Background: an optimization exercise with open tools, aiming at small area, a short achievable clock period and few clock cycles. Do not read the settings as production practice.
Function was checked by simulation only, so behaviour that the tests miss may differ from the original.
Power is estimated from default activity; no workload was simulated.

<file path="design/flow/design.v">
`timescale 1ns / 1ps
`default_nettype none
package lpm_pkg;
   localparam int TABLE_DEPTH    = 64;
   localparam int REQ_DATA_WIDTH = 120;
   localparam int RSP_DATA_WIDTH = 48;
   localparam int RES_WIDTH      = 47;    
   localparam logic [2:0] STAT_ADDED   = 3'd0;
   localparam logic [2:0] STAT_FULL    = 3'd1;
   localparam logic [2:0] STAT_FORWARD = 3'd2;
   localparam logic [2:0] STAT_NOROUTE = 3'd3;
   localparam logic [2:0] STAT_EXPIRED = 3'd4;
   localparam int CREDITS = 8;
endpackage
`default_nettype wire
`timescale 1ns / 1ps
`default_nettype none
module lpm_ram #(
   parameter int WIDTH = 8,
   parameter int DEPTH = 4,
   localparam int AW   = (DEPTH > 1) ? $clog2(DEPTH) : 1
) (
   input  wire logic             clock,
   input  wire logic             wr_en,
   input  wire logic [AW-1:0]    wr_addr,
   input  wire logic [WIDTH-1:0] wr_data,
   input  wire logic [AW-1:0]    rd_addr,
   output logic      [WIDTH-1:0] rd_data
);
   logic [WIDTH-1:0] mem_ff [DEPTH];
   always_ff @(posedge clock) begin
      if (wr_en) begin
         mem_ff[wr_addr] <= wr_data;
      end
   end
   assign rd_data = mem_ff[rd_addr];
endmodule
`default_nettype wire
`timescale 1ns / 1ps
`default_nettype none
module lpm_front (
   input  wire logic                               clock,
   input  wire logic                               reset,
   input  wire logic                               req_tvalid,
   output logic                                    req_tready,
   input  wire logic [lpm_pkg::REQ_DATA_WIDTH-1:0] req_tdata,
   input  wire logic [0:0]                         req_tuser,
   input  wire logic                               rsp_take,
   output logic                                    r0_valid,
   output logic                                    r0_lookup,
   output logic [31:0]                             r0_prefix,
   output logic [5:0]                              r0_len,
   output logic                                    r0_hopv,
   output logic [31:0]                             r0_hop,
   output logic [3:0]                              r0_port,
   output logic [31:0]                             r0_dest,
   output logic [7:0]                              r0_ttl
);
   localparam int NW = $clog2(lpm_pkg::CREDITS + 1);
   logic          ready_ff;
   logic [NW-1:0] out_ff, out_in;
   logic          accept;
   logic [5:0]    raw_len_ff;
   assign accept     = req_tvalid && ready_ff;
   assign req_tready = ready_ff;
   always_comb begin
      out_in = out_ff;
      if (accept && !rsp_take) begin
         out_in = out_ff + 1'b1;
      end else if (!accept && rsp_take) begin
         out_in = out_ff - 1'b1;
      end
   end
   always_ff @(posedge clock) begin
      if (reset) begin
         out_ff   <= '0;
         ready_ff <= 1'b1;
         r0_valid <= 1'b0;
      end else begin
         out_ff   <= out_in;
         ready_ff <= (out_in < NW'(lpm_pkg::CREDITS));
         r0_valid <= accept;
      end
   end
   always_ff @(posedge clock) begin
      r0_lookup  <= req_tuser[0];
      r0_prefix  <= req_tdata[31:0];
      raw_len_ff <= req_tdata[37:32];
      r0_hopv    <= req_tdata[38];
      r0_hop     <= req_tdata[70:39];
      r0_port    <= req_tdata[74:71];
      r0_dest    <= req_tdata[106:75];
      r0_ttl     <= req_tdata[114:107];
   end
   assign r0_len = (raw_len_ff > 6'd32) ? 6'd32 : raw_len_ff;
endmodule
`default_nettype wire
`timescale 1ns / 1ps
`default_nettype none
module lpm_back #(
   parameter int DEPTH = lpm_pkg::TABLE_DEPTH
) (
   input  wire logic                            clock,
   input  wire logic                            reset,
   input  wire logic                            r0_valid,
   input  wire logic                            r0_lookup,
   input  wire logic [31:0]                     r0_prefix,
   input  wire logic [5:0]                      r0_len,
   input  wire logic                            r0_hopv,
   input  wire logic [31:0]                     r0_hop,
   input  wire logic [3:0]                      r0_port,
   input  wire logic [31:0]                     r0_dest,
   input  wire logic [7:0]                      r0_ttl,
   output logic                                 res_valid,
   output logic [lpm_pkg::RES_WIDTH-1:0]        res_data
);
   localparam int CW = $clog2(DEPTH + 1);
   localparam int AW = $clog2(DEPTH);
   localparam int GS = 8;             
   localparam int NG = DEPTH / GS;    
   localparam int RW = 75;            
   function automatic int at(input int x, input int k);
      at = (x + k) % DEPTH;
   endfunction
   logic [RW-1:0]    ring    [DEPTH];
   logic             live_ff [DEPTH];
   logic [AW-1:0]    head_ff;
   logic [CW-1:0]    count_ff;
   logic [DEPTH-1:0] free_ff;       
   logic             do_add, full, aligned, direct;
   logic             pend_ff;
   logic [RW-1:0]    pend_route_ff;
   logic [RW-1:0]    r0_route;
   logic [RW-1:0]    wr_route;
   assign r0_route = {r0_prefix, r0_len, r0_hopv, r0_hop, r0_port};
   assign do_add   = r0_valid && !r0_lookup;
   assign full     = (count_ff == CW'(DEPTH));
   assign aligned  = |(free_ff & {(DEPTH/2){2'b10}});
   assign direct   = do_add && !full && aligned;
   assign wr_route = pend_ff ? pend_route_ff : r0_route;
   always_ff @(posedge clock) begin
      if (reset) begin
         head_ff  <= '0;
         count_ff <= '0;
         pend_ff  <= 1'b0;
      end else begin
         head_ff <= head_ff + 1'b1;
         if (do_add && !full) begin
            count_ff <= count_ff + 1'b1;
         end
         pend_ff <= do_add && !full && !aligned;
      end
   end
   always_ff @(posedge clock) begin
      if (reset) begin
         free_ff <= DEPTH'(1);
      end else if (do_add && !full) begin
         free_ff <= {free_ff[DEPTH-3:0], free_ff[DEPTH-1:DEPTH-2]};
      end else begin
         free_ff <= {free_ff[DEPTH-2:0], free_ff[DEPTH-1]};
      end
   end
   always_ff @(posedge clock) begin
      pend_route_ff <= r0_route;
   end
   for (genvar x = 0; x < DEPTH; x++) begin : g_ring
      if (x % 2 == 0) begin : g_even
         logic load;
         assign load = (direct && free_ff[at(x, DEPTH - 1)]) || (pend_ff && free_ff[x]);
         always_ff @(posedge clock) begin
            ring[x] <= load ? wr_route : ring[at(x, DEPTH - 1)];
            if (reset) live_ff[x] <= 1'b0;
            else       live_ff[x] <= load || live_ff[at(x, DEPTH - 1)];
         end
      end else begin : g_odd
         always_ff @(posedge clock) begin
            ring[x] <= ring[at(x, DEPTH - 1)];
            if (reset) live_ff[x] <= 1'b0;
            else       live_ff[x] <= live_ff[at(x, DEPTH - 1)];
         end
      end
   end
   logic [31:0] t_prefix [DEPTH];
   logic [5:0]  t_len    [DEPTH];
   logic        t_hopv   [DEPTH];
   logic [31:0] t_hop    [DEPTH];
   logic [3:0]  t_port   [DEPTH];
   for (genvar x = 0; x < DEPTH; x++) begin : g_fields
      assign {t_prefix[x], t_len[x], t_hopv[x], t_hop[x], t_port[x]} = ring[x];
   end
   function automatic logic hit(input logic [31:0] prefix, input logic [5:0] len,
                                input logic [31:0] dest);
      logic [31:0] diff;
      logic [7:0]  part;
      logic [7:0]  db;
      logic        ok;
      diff = prefix ^ dest;
      for (int b = 0; b < 8; b++) begin
         part[7-b] = (len[2:0] > 3'(b));
      end
      ok = 1'b1;
      for (int a = 0; a < 4; a++) begin
         db = diff[31-8*a -: 8];
         if (len[5:3] > 3'(a)) begin
            ok = ok && !(|db);
         end else if (len[5:3] == 3'(a)) begin
            ok = ok && !(|(db & part));
         end
      end
      hit = ok;
   endfunction
   logic [DEPTH-1:0] match;
   logic             pend_hit;
   for (genvar x = 0; x < DEPTH; x++) begin : g_cmp
      assign match[x] = live_ff[x] && hit(t_prefix[x], t_len[x], r0_dest);
   end
   assign pend_hit = pend_ff && hit(pend_route_ff[74:43], pend_route_ff[42:37], r0_dest);
   logic             m1_valid, m1_lookup, m1_full;
   logic [DEPTH-1:0] m1_match;
   logic [AW-1:0]    m1_head;
   logic [31:0]      m1_dest;
   logic [7:0]       m1_ttl;
   always_ff @(posedge clock) begin
      if (reset) m1_valid <= 1'b0;
      else       m1_valid <= r0_valid;
      m1_lookup <= r0_lookup;
      m1_full   <= full;
      for (int x = 0; x < DEPTH; x++) begin
         m1_match[x] <= match[x] || (pend_hit && free_ff[at(x, 1)]);
      end
      m1_head   <= head_ff;
      m1_dest   <= r0_dest;
      m1_ttl    <= r0_ttl;
   end
   logic [3:0] th [DEPTH];
   logic [6:0] tl [DEPTH];
   for (genvar x = 0; x < DEPTH; x++) begin : g_therm
      for (genvar a = 0; a < 4; a++) begin : g_a
         assign th[x][a] = (t_len[x][5:3] > 3'(a));
      end
      for (genvar b = 0; b < 7; b++) begin : g_b
         assign tl[x][b] = (t_len[x][2:0] > 3'(b));
      end
   end
   logic [NG-1:0][3:0] g1_th;
   logic [NG-1:0]      g1_any;
   always_comb begin
      for (int g = 0; g < NG; g++) begin
         g1_th[g]  = '0;
         g1_any[g] = 1'b0;
         for (int k = 0; k < GS; k++) begin
            g1_th[g]  = g1_th[g] | (th[at(g*GS+k, 1)] & {4{m1_match[g*GS+k]}});
            g1_any[g] = g1_any[g] | m1_match[g*GS+k];
         end
      end
   end
   logic               s2_valid, s2_lookup, s2_full;
   logic [DEPTH-1:0]   s2_match;
   logic [NG-1:0][3:0] s2_th;
   logic [NG-1:0]      s2_any;
   logic [AW-1:0]      s2_head;
   logic [31:0]        s2_dest;
   logic [7:0]         s2_ttl;
   always_ff @(posedge clock) begin
      if (reset) s2_valid <= 1'b0;
      else       s2_valid <= m1_valid;
      s2_lookup <= m1_lookup;
      s2_full   <= m1_full;
      s2_match  <= m1_match;
      s2_th     <= g1_th;
      s2_any    <= g1_any;
      s2_head   <= m1_head;
      s2_dest   <= m1_dest;
      s2_ttl    <= m1_ttl;
   end
   logic [3:0]         hmax;
   logic               found;
   logic [DEPTH-1:0]   c2;
   logic [NG-1:0][6:0] g2_tl;
   always_comb begin
      hmax  = '0;
      found = 1'b0;
      for (int g = 0; g < NG; g++) begin
         hmax  = hmax | s2_th[g];
         found = found | s2_any[g];
      end
   end
   for (genvar x = 0; x < DEPTH; x++) begin : g_c2
      assign c2[x] = s2_match[x] && !(|(hmax & ~th[at(x, 2)]));
   end
   always_comb begin
      for (int g = 0; g < NG; g++) begin
         g2_tl[g] = '0;
         for (int k = 0; k < GS; k++) begin
            g2_tl[g] = g2_tl[g] | (tl[at(g*GS+k, 2)] & {7{c2[g*GS+k]}});
         end
      end
   end
   logic               s3_valid, s3_lookup, s3_full, s3_found;
   logic [DEPTH-1:0]   s3_cand;
   logic [NG-1:0][6:0] s3_tl;
   logic [AW-1:0]      s3_head;
   logic [31:0]        s3_dest;
   logic [7:0]         s3_ttl;
   always_ff @(posedge clock) begin
      if (reset) s3_valid <= 1'b0;
      else       s3_valid <= s2_valid;
      s3_lookup <= s2_lookup;
      s3_full   <= s2_full;
      s3_found  <= found;
      s3_cand   <= c2;
      s3_tl     <= g2_tl;
      s3_head   <= s2_head;
      s3_dest   <= s2_dest;
      s3_ttl    <= s2_ttl;
   end
   logic [6:0]       lmax;
   logic [DEPTH-1:0] c3, c3a, c3b;
   logic [DEPTH-1:0] first_a, first_b;
   logic [NG-1:0]    any_a, any_b;
   logic [DEPTH-1:0] s3_upper, s4_upper;
   always_comb begin
      lmax = '0;
      for (int g = 0; g < NG; g++) begin
         lmax = lmax | s3_tl[g];
      end
   end
   for (genvar x = 0; x < DEPTH; x++) begin : g_c3
      assign s3_upper[x] = (AW'(x) >= s3_head);
      assign c3[x]  = s3_cand[x] && !(|(lmax & ~tl[at(x, 3)]));
      assign c3a[x] = c3[x] && s3_upper[x];
      assign c3b[x] = c3[x] && !s3_upper[x];
   end
   for (genvar g = 0; g < NG; g++) begin : g_grp
      assign any_a[g] = |c3a[g*GS +: GS];
      assign any_b[g] = |c3b[g*GS +: GS];
      for (genvar k = 0; k < GS; k++) begin : g_k
         if (k == 0) begin : g_first
            assign first_a[g*GS+k] = c3a[g*GS+k];
            assign first_b[g*GS+k] = c3b[g*GS+k];
         end else begin : g_rest
            assign first_a[g*GS+k] = c3a[g*GS+k] && !(|c3a[g*GS +: k]);
            assign first_b[g*GS+k] = c3b[g*GS+k] && !(|c3b[g*GS +: k]);
         end
      end
   end
   logic             s4_valid, s4_lookup, s4_full, s4_found;
   logic [DEPTH-1:0] s4_first;
   logic [NG-1:0]    s4_any_a, s4_any_b;
   logic [AW-1:0]    s4_head;
   logic [31:0]      s4_dest;
   logic [7:0]       s4_ttl;
   always_ff @(posedge clock) begin
      if (reset) s4_valid <= 1'b0;
      else       s4_valid <= s3_valid;
      s4_lookup <= s3_lookup;
      s4_full   <= s3_full;
      s4_found  <= s3_found;
      s4_first  <= first_a | first_b;
      s4_any_a  <= any_a;
      s4_any_b  <= any_b;
      s4_head   <= s3_head;
      s4_dest   <= s3_dest;
      s4_ttl    <= s3_ttl;
   end
   logic [2*NG-1:0]  parts;
   logic [2*NG-1:0]  pick;
   logic [DEPTH-1:0] onehot;
   assign parts = {s4_any_b, s4_any_a};
   for (genvar p = 0; p < 2*NG; p++) begin : g_pick
      if (p == 0) begin : g_first
         assign pick[p] = parts[p];
      end else begin : g_rest
         assign pick[p] = parts[p] && !(|parts[p-1:0]);
      end
   end
   for (genvar x = 0; x < DEPTH; x++) begin : g_sel
      assign s4_upper[x] = (AW'(x) >= s4_head);
      assign onehot[x]   = s4_first[x] && (s4_upper[x] ? pick[x / GS] : pick[NG + x / GS]);
   end
   logic             o5_valid, o5_lookup, o5_full, o5_found;
   logic [DEPTH-1:0] o5_sel;
   logic [31:0]      o5_dest;
   logic [7:0]       o5_ttl;
   always_ff @(posedge clock) begin
      if (reset) o5_valid <= 1'b0;
      else       o5_valid <= s4_valid;
      o5_lookup <= s4_lookup;
      o5_full   <= s4_full;
      o5_found  <= s4_found;
      o5_sel    <= onehot;
      o5_dest   <= s4_dest;
      o5_ttl    <= s4_ttl;
   end
   logic [3:0]  w_port;
   logic        w_hopv;
   logic [31:0] w_hop;
   always_comb begin
      w_port = '0;
      w_hopv = 1'b0;
      w_hop  = '0;
      for (int x = 0; x < DEPTH; x++) begin
         w_port = w_port | (t_port[at(x, 5)] & {4{o5_sel[x]}});
         w_hopv = w_hopv | (t_hopv[at(x, 5)] & o5_sel[x]);
         w_hop  = w_hop  | (t_hop[at(x, 5)]  & {32{o5_sel[x]}});
      end
   end
   always_comb begin
      res_data = '0;
      if (!o5_lookup) begin
         res_data[2:0] = o5_full ? lpm_pkg::STAT_FULL : lpm_pkg::STAT_ADDED;
      end else if (!o5_found) begin
         res_data[2:0] = lpm_pkg::STAT_NOROUTE;
      end else if (o5_ttl <= 8'd1) begin
         res_data[2:0] = lpm_pkg::STAT_EXPIRED;
      end else begin
         res_data[2:0]   = lpm_pkg::STAT_FORWARD;
         res_data[6:3]   = w_port;
         res_data[38:7]  = w_hopv ? w_hop : o5_dest;
         res_data[46:39] = o5_ttl - 8'd1;
      end
   end
   assign res_valid = o5_valid;
endmodule
`default_nettype wire
`timescale 1ns / 1ps
`default_nettype none
module longest_prefix_match_router_top #(
   parameter int TABLE_DEPTH = lpm_pkg::TABLE_DEPTH
) (
   input  wire logic                               clock,
   input  wire logic                               reset,
   input  wire logic                               req_tvalid,
   output logic                                    req_tready,
   input  wire logic [lpm_pkg::REQ_DATA_WIDTH-1:0] req_tdata,
   input  wire logic [0:0]                         req_tuser,
   output logic                                    rsp_tvalid,
   input  wire logic                               rsp_tready,
   output logic [lpm_pkg::RSP_DATA_WIDTH-1:0]      rsp_tdata
);
   localparam int RW = lpm_pkg::RES_WIDTH;
   localparam int QD = lpm_pkg::CREDITS - 1;    
   localparam int QA = (QD > 1) ? $clog2(QD) : 1;
   localparam int QF = $clog2(QD + 1);
   logic        r0_valid, r0_lookup, r0_hopv;
   logic [31:0] r0_prefix, r0_hop, r0_dest;
   logic [5:0]  r0_len;
   logic [3:0]  r0_port;
   logic [7:0]  r0_ttl;
   logic        res_valid;
   logic [RW-1:0] res_data;
   logic        take;
   lpm_front u_front (
      .clock      (clock),
      .reset      (reset),
      .req_tvalid (req_tvalid),
      .req_tready (req_tready),
      .req_tdata  (req_tdata),
      .req_tuser  (req_tuser),
      .rsp_take   (take),
      .r0_valid   (r0_valid),
      .r0_lookup  (r0_lookup),
      .r0_prefix  (r0_prefix),
      .r0_len     (r0_len),
      .r0_hopv    (r0_hopv),
      .r0_hop     (r0_hop),
      .r0_port    (r0_port),
      .r0_dest    (r0_dest),
      .r0_ttl     (r0_ttl)
   );
   lpm_back #(
      .DEPTH (TABLE_DEPTH)
   ) u_back (
      .clock     (clock),
      .reset     (reset),
      .r0_valid  (r0_valid),
      .r0_lookup (r0_lookup),
      .r0_prefix (r0_prefix),
      .r0_len    (r0_len),
      .r0_hopv   (r0_hopv),
      .r0_hop    (r0_hop),
      .r0_port   (r0_port),
      .r0_dest   (r0_dest),
      .r0_ttl    (r0_ttl),
      .res_valid (res_valid),
      .res_data  (res_data)
   );
   logic          out_valid_ff;
   logic [RW-1:0] out_data_ff;
   logic [QA-1:0] q_wr_ff, q_rd_ff;
   logic [QF-1:0] q_fill_ff;
   logic [RW-1:0] q_head;
   logic          q_empty;
   logic          out_load;
   logic          q_push, q_pop;
   assign take     = out_valid_ff && rsp_tready;
   assign q_empty  = (q_fill_ff == '0);
   assign out_load = !out_valid_ff || rsp_tready;
   assign q_pop    = out_load && !q_empty;
   assign q_push   = res_valid && !(out_load && q_empty);
   lpm_ram #(
      .WIDTH (RW),
      .DEPTH (QD)
   ) u_queue (
      .clock   (clock),
      .wr_en   (q_push),
      .wr_addr (q_wr_ff),
      .wr_data (res_data),
      .rd_addr (q_rd_ff),
      .rd_data (q_head)
   );
   always_ff @(posedge clock) begin
      if (reset) begin
         out_valid_ff <= 1'b0;
         q_wr_ff      <= '0;
         q_rd_ff      <= '0;
         q_fill_ff    <= '0;
      end else begin
         if (out_load) begin
            out_valid_ff <= !q_empty || res_valid;
         end
         if (q_push) begin
            q_wr_ff <= (q_wr_ff == QA'(QD - 1)) ? '0 : q_wr_ff + 1'b1;
         end
         if (q_pop) begin
            q_rd_ff <= (q_rd_ff == QA'(QD - 1)) ? '0 : q_rd_ff + 1'b1;
         end
         if (q_push && !q_pop) begin
            q_fill_ff <= q_fill_ff + 1'b1;
         end else if (!q_push && q_pop) begin
            q_fill_ff <= q_fill_ff - 1'b1;
         end
      end
   end
   always_ff @(posedge clock) begin
      if (out_load) begin
         out_data_ff <= q_empty ? res_data : q_head;
      end
   end
   assign rsp_tvalid = out_valid_ff;
   assign rsp_tdata  = {{(lpm_pkg::RSP_DATA_WIDTH - RW){1'b0}}, out_data_ff};
endmodule
`default_nettype wire
</file>
<file path="design/flow/run.sh">
#!/bin/bash
# synth_recipe.tcl (not shown) runs the flow's synth.tcl, then flattens the netlist and writes it again
# the make line also repeats each setting of config.mk as NAME=value (left out here)
make -C /OpenROAD-flow-scripts/flow DESIGN_CONFIG=/design/flow/config.mk WORK_HOME=/design/flow/orfs CLKGATE_MAP_FILE= SYNTH_SCRIPT=/design/flow/synth_recipe.tcl finish
</file>
<file path="design/flow/config.mk">
export PLATFORM = sky130hd
export DESIGN_NAME = longest_prefix_match_router_top
export DESIGN_NICKNAME = longest_prefix_match_router_top
export VERILOG_FILES = /design/flow/design.v
export SDC_FILE = /design/flow/constraint.sdc
export NUM_CORES = 4
export LEC_CHECK = 0
export CAP_MARGIN = 40
export CORE_MARGIN = 2
export CORE_UTILIZATION = 40
export CTS_CLUSTER_DIAMETER = 80
export CTS_CLUSTER_SIZE = 25
export SETUP_SLACK_MARGIN = 4.1
export SLEW_MARGIN = 30
export SYNTH_MEMORY_MAX_BITS = 8192
</file>
<file path="design/flow/constraint.sdc">
create_clock -name core_clock -period 7.0 [get_ports {clock}]
set_input_delay 1.4000 -clock core_clock [delete_from_list [all_inputs] [get_ports {clock}]]
set_output_delay 1.4000 -clock core_clock [all_outputs]
set_load 0.01 [all_outputs]
</file>
==> summary.txt <==
top_reg_cell synth=dfxtp_1; die extent in y=758 um; largest area contributor in the netlist=dfxtp_1; hpwl dp=roughly 760 mm; synthesized net count=23515; number of synthesized register bits=6202; gpl congestion=1.05; port bufs=168; Stop stage=5_1_grt; Post-synth EDFFs=between 300 and 400; All-Layer GR Usage=between 50% and 60%; CTS max path bufs=4; H-tree depth=5; Post-Syn Area=0.228 mm2; Place WS=2.45 ns; Synthesis Warnings=13; Post-CTS Hold Buffers=0; row cnt=around 280; Root Buffer Master=clkbuf_16; Cells after DPL=29873; async set-or-reset flop fraction in the synthesized netlist=0%; outcome=aborted with a tool error; Log Error=[ERROR GRT-0232] Routing congestion too high. Check the congestion heatmap in the GUI.; clk sink count=6202; CTS buffer count=between 300 and 400; Syn Area/Cell=~10 um2; top cell type's share of synthesized area=51.2%; Synth cell types=between 100 and 150; post-synthesis cell count=23379; initial core utilization=40.1%; synth top area cells=dfxtp_1 51%, a21oi_1 7.2%, nor2_1 5.3%; register area share after synthesis=56.2%; largest net degree at the start of global routing=between 80 and 90; Post-DP Area=~0.24 mm2; Congestion Overflow GR=1; IO Pins=175; die width=758 um
-- synthesized netlist by cell type, drive strengths merged (237+ instances only) --
master and number:
dfxtp 5826, a21oi 3267, nor2 3202, clkbuf 1488, xor2 1297, nand2 1033
xnor2 801, o21ai 725, a221oi 673, a22o 630, nand4 388, edfxtp 376
buf 327, nor4 291, inv 237
-- how the worst min path moves through the flow --
| stage | end | slack (ns) | cells after the start |
|---|---|---|---|
| 2_1_floorplan | u_back.m1_ttl[0] | 0.31 | 0 |
| 3_3_place_gp | u_back.s3_head[2] | 0.31 | 0 |
| 3_5_place_dp | u_back.s3_head[5] | 0.31 | 0 |
| 4_1_cts | u_back.s3_dest[17] | 0.32 | 0 |
-- power groups by stage --
stage / Clock (mW) / Combinational (mW) / Sequential [mW]
2_1_floorplan: 0 / 4.98 / 40.2
3_3_place_gp: 0 / 7.43 / 41.8
3_5_place_dp: 0 / 7.55 / 41.7
4_1_cts: 21.2 / 8.20 / 40.9
-- kinds of logic after synthesis --
group                      share of synthesized area (%)
AOI/OAI and AO/OA                                   19.1
DFF                                                 56.2
and+or+nand+nor                                     11.7
xor gates and xnor gates                            8.07
buffers and inverters                               3.44
muxes                                               1.41
adders and majority gates                         0.0990
other                                            0.00165
-- layer usage --
metal	overflow	GRT usage (%)
met1	0	55.2
met2	0	66.2
met3	0	37.4
met4	0	50.2
met5	1	22.1
-- repair_timing --
item,4_1_cts
gates resized for setup,2179
gates cloned,317
endpoints found under the setup margin,3303
pin swaps,210
setup buffers,676
Testbench counts, summed over its fixed seeds: cycles 1,656.
